Background: an optimization exercise with open tools, aiming at a short achievable clock period and few clock cycles. Do not read the settings as production practice. At most, simulation tests tie the RTL to the original design; equivalence was not proved.

==> job 6353: inputs <==
Design lc3b_pipeline, start of the top module:
module lc3b_pipeline
#(
    parameter logic [15:0] RESET_PC = 16'h0000
)
(
    input  logic        clk,
    input  logic        rst,
    output logic        imem_read,
    output logic [15:0] imem_address,
    input  logic        imem_resp,
    input  logic [15:0] imem_rdata,
    output logic        dmem_read,
    output logic        dmem_write,
    output logic [15:0] dmem_address,
    output logic [15:0] dmem_wdata,
    output logic [1:0]  dmem_byte_enable,
    input  logic        dmem_resp,
    input  logic [15:0] dmem_rdata
);
clock: 4.5 ns
lec_check: 0
abc_clock_period_in_ps: 2000
cap_margin: 20
core_margin: 2
core_utilization: 40
setup_slack_margin: 2.5
slew_margin: 20
standard.sh (not shown) runs the stock make flow with config.mk's settings and CLKGATE_MAP_FILE= SYNTH_SCRIPT=/design/flow/synth_recipe.tcl, a recipe that flattens the netlist after the stock synthesis.
==> flow/flow/run.sh <==
#!/bin/bash
# Standard layout; ports buffered with buf_4 instead of the smallest buffer,
# and the resizer free to change a cell's footprint.
set -euo pipefail
bash standard.sh "BUFFER_PORTS_ARGS=-buffer_cell sky130_fd_sc_hd__buf_4" MATCH_CELL_FOOTPRINT=0 finish > make_finish.log 2>&1
==> inputs of job 3244, as changes to job 6353 <==
--- a/flow/design.v
+++ b/flow/design.v
@@ -16,14 +16,43 @@
     typedef enum logic [1:0] {
         alu_add,
         alu_and,
         alu_not,
         alu_pass
     } lc3b_aluop;
 endpackage
+module lc3b_carry16
+(
+    input  logic [15:0] a,
+    input  logic [15:0] b,
+    input  logic       ci,
+    output logic [16:0] cy
+);
+    logic [15:0] g [5];
+    logic [15:0] p [5];
+    assign g[0] = (a & b) | {15'd0, (a[0] | b[0]) & ci};
+    assign p[0] = a | b;
+    for (genvar l = 1; l < 5; l++)
+    begin : level
+        for (genvar i = 0; i < 16; i++)
+        begin : bit_
+            if (i >= (1 << (l - 1)))
+            begin : merge
+                assign g[l][i] = g[l-1][i] | (p[l-1][i] & g[l-1][i - (1 << (l - 1))]);
+                assign p[l][i] = p[l-1][i] & p[l-1][i - (1 << (l - 1))];
+            end
+            else
+            begin : pass
+                assign g[l][i] = g[l-1][i];
+                assign p[l][i] = p[l-1][i];
+            end
+        end
+    end
+    assign cy = {g[4], ci};
+endmodule
 module lc3b_pipeline
 #(
     parameter logic [15:0] RESET_PC = 16'h0000
 )
 (
     input  logic        clk,
     input  logic        rst,
@@ -92,14 +121,16 @@
         c = {a[14:0] | b[14:0], 1'b0};
         sum_zero = ~|(t ^ c);
     endfunction
     function automatic logic [2:0] flags(input logic [15:0] v);
         flags = v[15] ? 3'b100 : (v == 16'h0000) ? 3'b010 : 3'b001;
     endfunction
     logic [15:0] pc_f;
+    logic [15:2] pc_hi;
+    logic        pc_1, pc1_en;
     logic        ird;
     logic        d_v;
     logic [15:0] d_ir;
     logic [15:0] d_pc, d_pcn;
     logic [15:0] d_tgt;
     logic [8:0]  d_tlo;
     logic        d_c9, d_xr, d_cross;
@@ -137,15 +168,17 @@
                      m_addr_sh[0] ? {8'h00, dmem_rdata[15:8]} : {8'h00, dmem_rdata[7:0]};
     assign m_val   = m_load ? ld_data : m_res;
     logic [15:0] op_a, op_b, cy, t, oth, x0, x1, alu, sd;
     logic        z_e;
     logic        e_redirect;
     assign op_a = e_a;
     assign op_b = e_b;
-    assign cy   = carries(op_a, op_b);
+    logic [16:0] cy17;
+    lc3b_carry16 u_cy (.a(op_a), .b(op_b), .ci(1'b0), .cy(cy17));
+    assign cy   = cy17[15:0];
     assign t    = op_a ^ op_b;
     assign oth  = e_and ? (op_a & op_b) : ~op_a;
     assign x0   = e_add ? t : oth;
     assign x1   = e_add ? ~t : oth;
     assign alu  = (cy & x1) | (~cy & x0);
     assign z_e  = (e_add & sum_zero(op_a, op_b)) | (e_and & ~|(op_a & op_b)) | (e_not & (&op_a));
     assign sd   = e_fsd ? ld_data : e_sd;
@@ -190,14 +223,15 @@
     logic [8:0]  t_f;
     logic [9:0]  cy_f;
     logic        cross_f;
     logic [8:0]  lo0_f, lo1_f;
     logic [15:0] pcq0, pcq1, pc_n;
     logic [15:0] pc_alt, pc_replay;
     logic        pred_f, f_take0, f_take;
+    assign pc_f         = {pc_hi, pc_1, RESET_PC[0]};
     assign imem_read    = ird;
     assign imem_address = pc_f;
     assign f_op         = imem_rdata[15:12];
     assign pcn_f        = pc_f + 16'd2;
     assign cy_f         = carries_ci9(pc_f[9:1], imem_rdata[8:0]);
     assign t_f          = pc_f[9:1] ^ imem_rdata[8:0];
     assign cross_f      = cy_f[9] ^ imem_rdata[8];
@@ -216,26 +250,35 @@
                           (imem_rdata[8] | (imem_rdata[11:9] == 3'b111));
     assign f_take0      = imem_resp & d_free & ~d_redirect;
     assign f_take       = f_take0 & ~e_redirect;
     always_ff @(posedge clk)
     begin
         if (rst)
         begin
-            pc_f <= RESET_PC;
-            d_v  <= 1'b0;
+            pc_hi <= RESET_PC[15:2];
+            d_v   <= 1'b0;
         end
         else
         begin
-            pc_f <= pc_n;
+            pc_hi <= pc_n[15:2];
             if (stall_m)
                 d_v <= 1'b0;
             else if (d_free | e_redirect)
                 d_v <= f_take;
         end
     end
+    assign pc1_en = stall_m ? (e_v | d_v) : (e_redirect | f_take0 | d_redirect);
+    always_ff @(posedge clk)
+    begin
+        if (rst)
+            pc_1 <= RESET_PC[1];
+        else if (pc1_en)
+            pc_1 <= stall_m ? (e_v ? e_pc[1] : d_pc[1]) : e_redirect ? e_alt[1] :
+                    f_take0 ? f_next[1] : d_tgt[1];
+    end
     always_ff @(posedge clk)
     begin
         ird <= ~rst;
     end
     assign lu_f = d_ld & ~stall_m & d_go & ~e_redirect &
                   ((((f_op == 4'b0001) | (f_op == 4'b0101) | (f_op == 4'b1001) | (f_op == 4'b0110) |
                      (f_op == 4'b0010) | (f_op == 4'b0111) | (f_op == 4'b0011)) & (imem_rdata[8:6] == dd)) |
==> flow/flow/run.sh (replaced) <==
#!/bin/bash
# Standard layout with these changes: ports buffered with buf_4 instead of the
# smallest buffer; the resizer free to change a cell's footprint; adders left
# to ABC as plain logic instead of full/half-adder cells; and a few slow
# gates (majority, 3x2 AND-OR, and the 3- and 4-high stacks) kept out of the
# combinational logic, on top of the platform's own don't-use list.
set -euo pipefail
PLATFORM_DONT_USE="sky130_fd_sc_hd__probe_p_8 sky130_fd_sc_hd__probec_p_8 sky130_fd_sc_hd__lpflow_bleeder_1 sky130_fd_sc_hd__lpflow_clkbufkapwr_1 sky130_fd_sc_hd__lpflow_clkbufkapwr_16 sky130_fd_sc_hd__lpflow_clkbufkapwr_2 sky130_fd_sc_hd__lpflow_clkbufkapwr_4 sky130_fd_sc_hd__lpflow_clkbufkapwr_8 sky130_fd_sc_hd__lpflow_clkinvkapwr_1 sky130_fd_sc_hd__lpflow_clkinvkapwr_16 sky130_fd_sc_hd__lpflow_clkinvkapwr_2 sky130_fd_sc_hd__lpflow_clkinvkapwr_4 sky130_fd_sc_hd__lpflow_clkinvkapwr_8 sky130_fd_sc_hd__lpflow_decapkapwr_12 sky130_fd_sc_hd__lpflow_decapkapwr_3 sky130_fd_sc_hd__lpflow_decapkapwr_4 sky130_fd_sc_hd__lpflow_decapkapwr_6 sky130_fd_sc_hd__lpflow_decapkapwr_8 sky130_fd_sc_hd__lpflow_inputiso0n_1 sky130_fd_sc_hd__lpflow_inputiso0p_1 sky130_fd_sc_hd__lpflow_inputiso1n_1 sky130_fd_sc_hd__lpflow_inputiso1p_1 sky130_fd_sc_hd__lpflow_inputisolatch_1 sky130_fd_sc_hd__lpflow_isobufsrc_1 sky130_fd_sc_hd__lpflow_isobufsrc_16 sky130_fd_sc_hd__lpflow_isobufsrc_2 sky130_fd_sc_hd__lpflow_isobufsrc_4 sky130_fd_sc_hd__lpflow_isobufsrc_8 sky130_fd_sc_hd__lpflow_isobufsrckapwr_16 sky130_fd_sc_hd__lpflow_lsbuf_lh_hl_isowell_tap_1 sky130_fd_sc_hd__lpflow_lsbuf_lh_hl_isowell_tap_2 sky130_fd_sc_hd__lpflow_lsbuf_lh_hl_isowell_tap_4 sky130_fd_sc_hd__lpflow_lsbuf_lh_isowell_4 sky130_fd_sc_hd__lpflow_lsbuf_lh_isowell_tap_1 sky130_fd_sc_hd__lpflow_lsbuf_lh_isowell_tap_2 sky130_fd_sc_hd__lpflow_lsbuf_lh_isowell_tap_4"
SLOW="sky130_fd_sc_hd__a2111o_1 sky130_fd_sc_hd__a2111o_2 sky130_fd_sc_hd__a2111o_4 sky130_fd_sc_hd__a2111oi_0 sky130_fd_sc_hd__a2111oi_1 sky130_fd_sc_hd__a2111oi_2 sky130_fd_sc_hd__a2111oi_4 sky130_fd_sc_hd__a222oi_1 sky130_fd_sc_hd__a311o_1 sky130_fd_sc_hd__a311o_2 sky130_fd_sc_hd__a311o_4 sky130_fd_sc_hd__a311oi_1 sky130_fd_sc_hd__a311oi_2 sky130_fd_sc_hd__a311oi_4 sky130_fd_sc_hd__a41o_1 sky130_fd_sc_hd__a41o_2 sky130_fd_sc_hd__a41o_4 sky130_fd_sc_hd__a41oi_1 sky130_fd_sc_hd__a41oi_2 sky130_fd_sc_hd__a41oi_4 sky130_fd_sc_hd__maj3_1 sky130_fd_sc_hd__maj3_2 sky130_fd_sc_hd__maj3_4 sky130_fd_sc_hd__o2111a_1 sky130_fd_sc_hd__o2111a_2 sky130_fd_sc_hd__o2111a_4 sky130_fd_sc_hd__o2111ai_1 sky130_fd_sc_hd__o2111ai_2 sky130_fd_sc_hd__o2111ai_4 sky130_fd_sc_hd__o311a_1 sky130_fd_sc_hd__o311a_2 sky130_fd_sc_hd__o311a_4 sky130_fd_sc_hd__o311ai_0 sky130_fd_sc_hd__o311ai_1 sky130_fd_sc_hd__o311ai_2 sky130_fd_sc_hd__o311ai_4 sky130_fd_sc_hd__o41a_1 sky130_fd_sc_hd__o41a_2 sky130_fd_sc_hd__o41a_4 sky130_fd_sc_hd__o41ai_1 sky130_fd_sc_hd__o41ai_2 sky130_fd_sc_hd__o41ai_4 "
bash standard.sh "BUFFER_PORTS_ARGS=-buffer_cell sky130_fd_sc_hd__buf_4" MATCH_CELL_FOOTPRINT=0 ADDER_MAP_FILE= \
    "DONT_USE_CELLS=$PLATFORM_DONT_USE $SLOW" finish > make_finish.log 2>&1
- SYNTH_HIERARCHICAL: default -> 1
- SYNTH_MINIMUM_KEEP_SIZE: default -> 0
==> inputs of job 5468, as changes to job 6353 <==
--- a/flow/design.v
+++ b/flow/design.v
@@ -151,15 +151,15 @@
     assign sd   = e_fsd ? ld_data : e_sd;
     assign e_redirect = e_tk ? e_brn : e_brt;
     logic [2:0]  s1, s2, s3, dd;
     logic [15:0] r1, r3, ra1, ra2, ra3, b_d;
     logic        d_redirect;
     logic        wl1, wl2, wl3, fa_d, fb_d, fsd_d;
     logic [15:0] a_d, b_dn;
-    logic        lu_stall, d_go, d_free, d_lu, lu_f;
+    logic        lu_stall, d_go, d_free;
     assign s1 = d_ir[8:6];
     assign s2 = d_ir[2:0];
     assign s3 = d_ir[11:9];
     assign dd = d_ir[11:9];
     assign wl1 = m_load & (m_dest == s1);
     assign wl2 = m_load & (m_dest == s2);
     assign wl3 = m_load & (m_dest == s3);
@@ -178,42 +178,36 @@
     assign tk_d   = e_wen ? tk_alu : tk_old;
     assign d_redirect = d_v & d_cross & ~e_redirect;
     assign fa_d   = e_wen & (e_dest == s1);
     assign fb_d   = d_use2 & e_wen & (e_dest == s2);
     assign fsd_d  = e_wen & (e_dest == s3);
     assign a_d    = fa_d ? alu : r1;
     assign b_dn   = fb_d ? alu : b_d;
-    assign lu_stall = d_lu;
+    assign lu_stall = e_load & ((d_use1 & (e_dest == s1)) | (d_use2 & (e_dest == s2)) | d_br);
     assign d_go     = d_v & ~lu_stall;
     assign d_free   = ~d_v | d_go;
     logic [3:0]  f_op;
     logic [15:0] pcn_f, f_next;
     logic [8:0]  t_f;
     logic [9:0]  cy_f;
     logic        cross_f;
     logic [8:0]  lo0_f, lo1_f;
-    logic [15:0] pcq0, pcq1, pc_n;
     logic [15:0] pc_alt, pc_replay;
     logic        pred_f, f_take0, f_take;
     assign imem_read    = ird;
     assign imem_address = pc_f;
     assign f_op         = imem_rdata[15:12];
     assign pcn_f        = pc_f + 16'd2;
     assign cy_f         = carries_ci9(pc_f[9:1], imem_rdata[8:0]);
     assign t_f          = pc_f[9:1] ^ imem_rdata[8:0];
     assign cross_f      = cy_f[9] ^ imem_rdata[8];
     assign lo0_f        = pred_f ? t_f : pcn_f[9:1];
     assign lo1_f        = pred_f ? ~t_f : pcn_f[9:1];
     assign f_next       = {pred_f ? pc_f[15:10] : pcn_f[15:10],
                            (cy_f[8:0] & lo1_f) | (~cy_f[8:0] & lo0_f), pc_f[0]};
-    assign pcq0 = stall_m ? pc_replay : e_redirect ? e_alt :
-                  f_take0 ? {f_next[15:10], lo0_f, f_next[0]} : pc_alt;
-    assign pcq1 = stall_m ? pc_replay : e_redirect ? e_alt :
-                  f_take0 ? {f_next[15:10], lo1_f, f_next[0]} : pc_alt;
-    assign pc_n = {pcq0[15:10], (cy_f[8:1] & pcq1[9:2]) | (~cy_f[8:1] & pcq0[9:2]), pcq1[1], pcq0[0]};
     assign pc_alt       = d_redirect ? d_tgt : pc_f;
     assign pc_replay    = e_v ? e_pc : d_v ? d_pc : pc_f;
     assign pred_f       = (f_op == 4'b0000) & (imem_rdata[11:9] != 3'b000) &
                           (imem_rdata[8] | (imem_rdata[11:9] == 3'b111));
     assign f_take0      = imem_resp & d_free & ~d_redirect;
     assign f_take       = f_take0 & ~e_redirect;
     always_ff @(posedge clk)
@@ -221,37 +215,25 @@
         if (rst)
         begin
             pc_f <= RESET_PC;
             d_v  <= 1'b0;
         end
         else
         begin
-            pc_f <= pc_n;
+            pc_f <= stall_m ? pc_replay : e_redirect ? e_alt : f_take0 ? f_next : pc_alt;
             if (stall_m)
                 d_v <= 1'b0;
             else if (d_free | e_redirect)
                 d_v <= f_take;
         end
     end
     always_ff @(posedge clk)
     begin
         ird <= ~rst;
     end
-    assign lu_f = d_ld & ~stall_m & d_go & ~e_redirect &
-                  ((((f_op == 4'b0001) | (f_op == 4'b0101) | (f_op == 4'b1001) | (f_op == 4'b0110) |
-                     (f_op == 4'b0010) | (f_op == 4'b0111) | (f_op == 4'b0011)) & (imem_rdata[8:6] == dd)) |
-                   (((f_op == 4'b0001) | (f_op == 4'b0101)) & ~imem_rdata[5] & (imem_rdata[2:0] == dd)) |
-                   (f_op == 4'b0000));
-    always_ff @(posedge clk)
-    begin
-        if (rst)
-            d_lu <= 1'b0;
-        else
-            d_lu <= d_free & lu_f;
-    end
     always_ff @(posedge clk)
     begin
         if (d_free)
         begin
             d_ir   <= imem_rdata;
             d_pc   <= pc_f;
             d_pcn  <= pcn_f;
==> flow/flow/run.sh (replaced) <==
#!/bin/bash
# Standard layout with these changes: ports buffered with buf_4 instead of the
# smallest buffer; the resizer free to change a cell's footprint; adders left
# to ABC as plain logic instead of full/half-adder cells; and a few slow
# gates (majority, and the 3x2 AND-OR-invert that comes in one size) kept out of the
# combinational logic, on top of the platform's own don't-use list.
set -euo pipefail
PLATFORM_DONT_USE="sky130_fd_sc_hd__probe_p_8 sky130_fd_sc_hd__probec_p_8 sky130_fd_sc_hd__lpflow_bleeder_1 sky130_fd_sc_hd__lpflow_clkbufkapwr_1 sky130_fd_sc_hd__lpflow_clkbufkapwr_16 sky130_fd_sc_hd__lpflow_clkbufkapwr_2 sky130_fd_sc_hd__lpflow_clkbufkapwr_4 sky130_fd_sc_hd__lpflow_clkbufkapwr_8 sky130_fd_sc_hd__lpflow_clkinvkapwr_1 sky130_fd_sc_hd__lpflow_clkinvkapwr_16 sky130_fd_sc_hd__lpflow_clkinvkapwr_2 sky130_fd_sc_hd__lpflow_clkinvkapwr_4 sky130_fd_sc_hd__lpflow_clkinvkapwr_8 sky130_fd_sc_hd__lpflow_decapkapwr_12 sky130_fd_sc_hd__lpflow_decapkapwr_3 sky130_fd_sc_hd__lpflow_decapkapwr_4 sky130_fd_sc_hd__lpflow_decapkapwr_6 sky130_fd_sc_hd__lpflow_decapkapwr_8 sky130_fd_sc_hd__lpflow_inputiso0n_1 sky130_fd_sc_hd__lpflow_inputiso0p_1 sky130_fd_sc_hd__lpflow_inputiso1n_1 sky130_fd_sc_hd__lpflow_inputiso1p_1 sky130_fd_sc_hd__lpflow_inputisolatch_1 sky130_fd_sc_hd__lpflow_isobufsrc_1 sky130_fd_sc_hd__lpflow_isobufsrc_16 sky130_fd_sc_hd__lpflow_isobufsrc_2 sky130_fd_sc_hd__lpflow_isobufsrc_4 sky130_fd_sc_hd__lpflow_isobufsrc_8 sky130_fd_sc_hd__lpflow_isobufsrckapwr_16 sky130_fd_sc_hd__lpflow_lsbuf_lh_hl_isowell_tap_1 sky130_fd_sc_hd__lpflow_lsbuf_lh_hl_isowell_tap_2 sky130_fd_sc_hd__lpflow_lsbuf_lh_hl_isowell_tap_4 sky130_fd_sc_hd__lpflow_lsbuf_lh_isowell_4 sky130_fd_sc_hd__lpflow_lsbuf_lh_isowell_tap_1 sky130_fd_sc_hd__lpflow_lsbuf_lh_isowell_tap_2 sky130_fd_sc_hd__lpflow_lsbuf_lh_isowell_tap_4"
SLOW="sky130_fd_sc_hd__maj3_1 sky130_fd_sc_hd__maj3_2 sky130_fd_sc_hd__maj3_4 sky130_fd_sc_hd__a222oi_1"
bash standard.sh "BUFFER_PORTS_ARGS=-buffer_cell sky130_fd_sc_hd__buf_4" MATCH_CELL_FOOTPRINT=0 ADDER_MAP_FILE= \
    "DONT_USE_CELLS=$PLATFORM_DONT_USE $SLOW" finish > make_finish.log 2>&1
==> results.py <==
metrics = {
    "status": {
        "status": "complete, no violations",
    },
    "timing": {
        "worst_pin_slew_ns": 1.01,
    },
    "setup_path": {
        "r2r_end": "rf[116]$_SDFFE_PP0P_",
        "cp.depth": 15,
        "crit_fanout": 4,
        "critPathSlowestCell": "edfxtp_1",
    },
    "clock_network": {
        "post_cts_resized": 461,
    },
    "final_layout": {
        "inv_count": 98,
        "seq_area_frac": 0.306,
        "fin_area_sq_um": 29300,
    },
    "placed_design": {
        "hpwl_um": 46900,
    },
    "routing": {
        "vias": 18900,
    },
}
Source of the figures above: job 6353

==> results.py <==
metrics = {
    "timing": {
        "worst_pin_slew_ns": 1.07,
    },
    "final_layout": {
        "fin_area_sq_um": 26900,
        "inv_count": 38,
    },
    "setup_path": {
        "r2r_end": "pc_f[5]$_SDFFE_PP0P_",
        "critPathSlowestCell": "edfxtp_1",
        "cp.depth": 12,
        "cp.arrival_ns": 2.79,
    },
    "min_path": {
        "hold_path_class": "reg2reg",
    },
    "synthesis": {
        "synth-simple-area-share": 0.135,
    },
    "routing": {
        "vias": 17600,
    },
    "placed_design": {
        "hpwl_um": 40900,
    },
    "clock_network": {
        "post_cts_resized": 416,
    },
    "status": {
        "status": "complete, no violations",
    },
}
Source of the figures above: job 5468

==> results.py <==
metrics = {
    "status": {
        "status": "complete, no violations",
    },
    "power_and_ir_drop": {
        "pg_comb_mw": 1.05,
        "largestPowerGroup": "sequential cells",
    },
    "placed_design": {
        "hpwl_um": 42000,
        "postPlaceCellArea_sq_um": 21500,
    },
    "setup_path": {
        "cp.depth": 14,
        "r2r_end": "e_tk$_DFF_P_",
        "critPathSlowestCell": "dfxtp_4",
    },
    "grt": {
        "busiest_layer": "met2",
    },
    "final_layout": {
        "antenna_cells": 0,
        "inv_count": 36,
        "largest-register": "rf",
        "fin_area_sq_um": 26200,
    },
    "routing": {
        "route.met2.wl_um": 32200,
        "vias": 17600,
    },
    "die": {
        "ios": 89,
        "taps": 672,
    },
    "timing": {
        "worst_pin_slew_ns": 0.952,
    },
    "min_path": {
        "worst_hold_path.endpoint": "e_byte$_DFF_P_",
    },
    "clock_network": {
        "post_cts_resized": 310,
    },
}
Source of the figures above: job 3244

Testbench counts of job 5468, summed over its fixed seeds: cycles 72,892.
No functional check of the RTL was part of job 6353 and job 3244.

-- what the ideal ports hide --
In the flow no input, the clock included, has a driving cell. The finished layouts below were timed again as built, in two steps.
Step 1 sets driving cells, clkbuf_16 on the clock port and buf_2 on the other inputs (assumed; they add their load-dependent delay and slew).
Step 2 times the ports against the registers' clock, not the clock port: input delays grow and output delays shrink by t, the midpoint of the rising clock arrivals with the driver on.
Slacks: no drivers / after step 1 / after step 2; pairs: no drivers / after step 1.
run	t (ns)	slack for setup (ns)	worst hold slack (ns)
job 6353	0.645	1.867 / 1.867 / 1.493	0.342 / 0.342 / 0.342
job 3244	0.615	1.909 / 1.909 / 1.706	0.340 / 0.340 / 0.340
job 5468	0.625	2.142 / 2.141 / 1.572	0.341 / 0.341 / 0.341
After both steps setup and hold are still met in every run listed. For job 5468, which loses most, drivers alone change the setup slack by -0.001 ns; drivers and shift together by -0.570 ns.
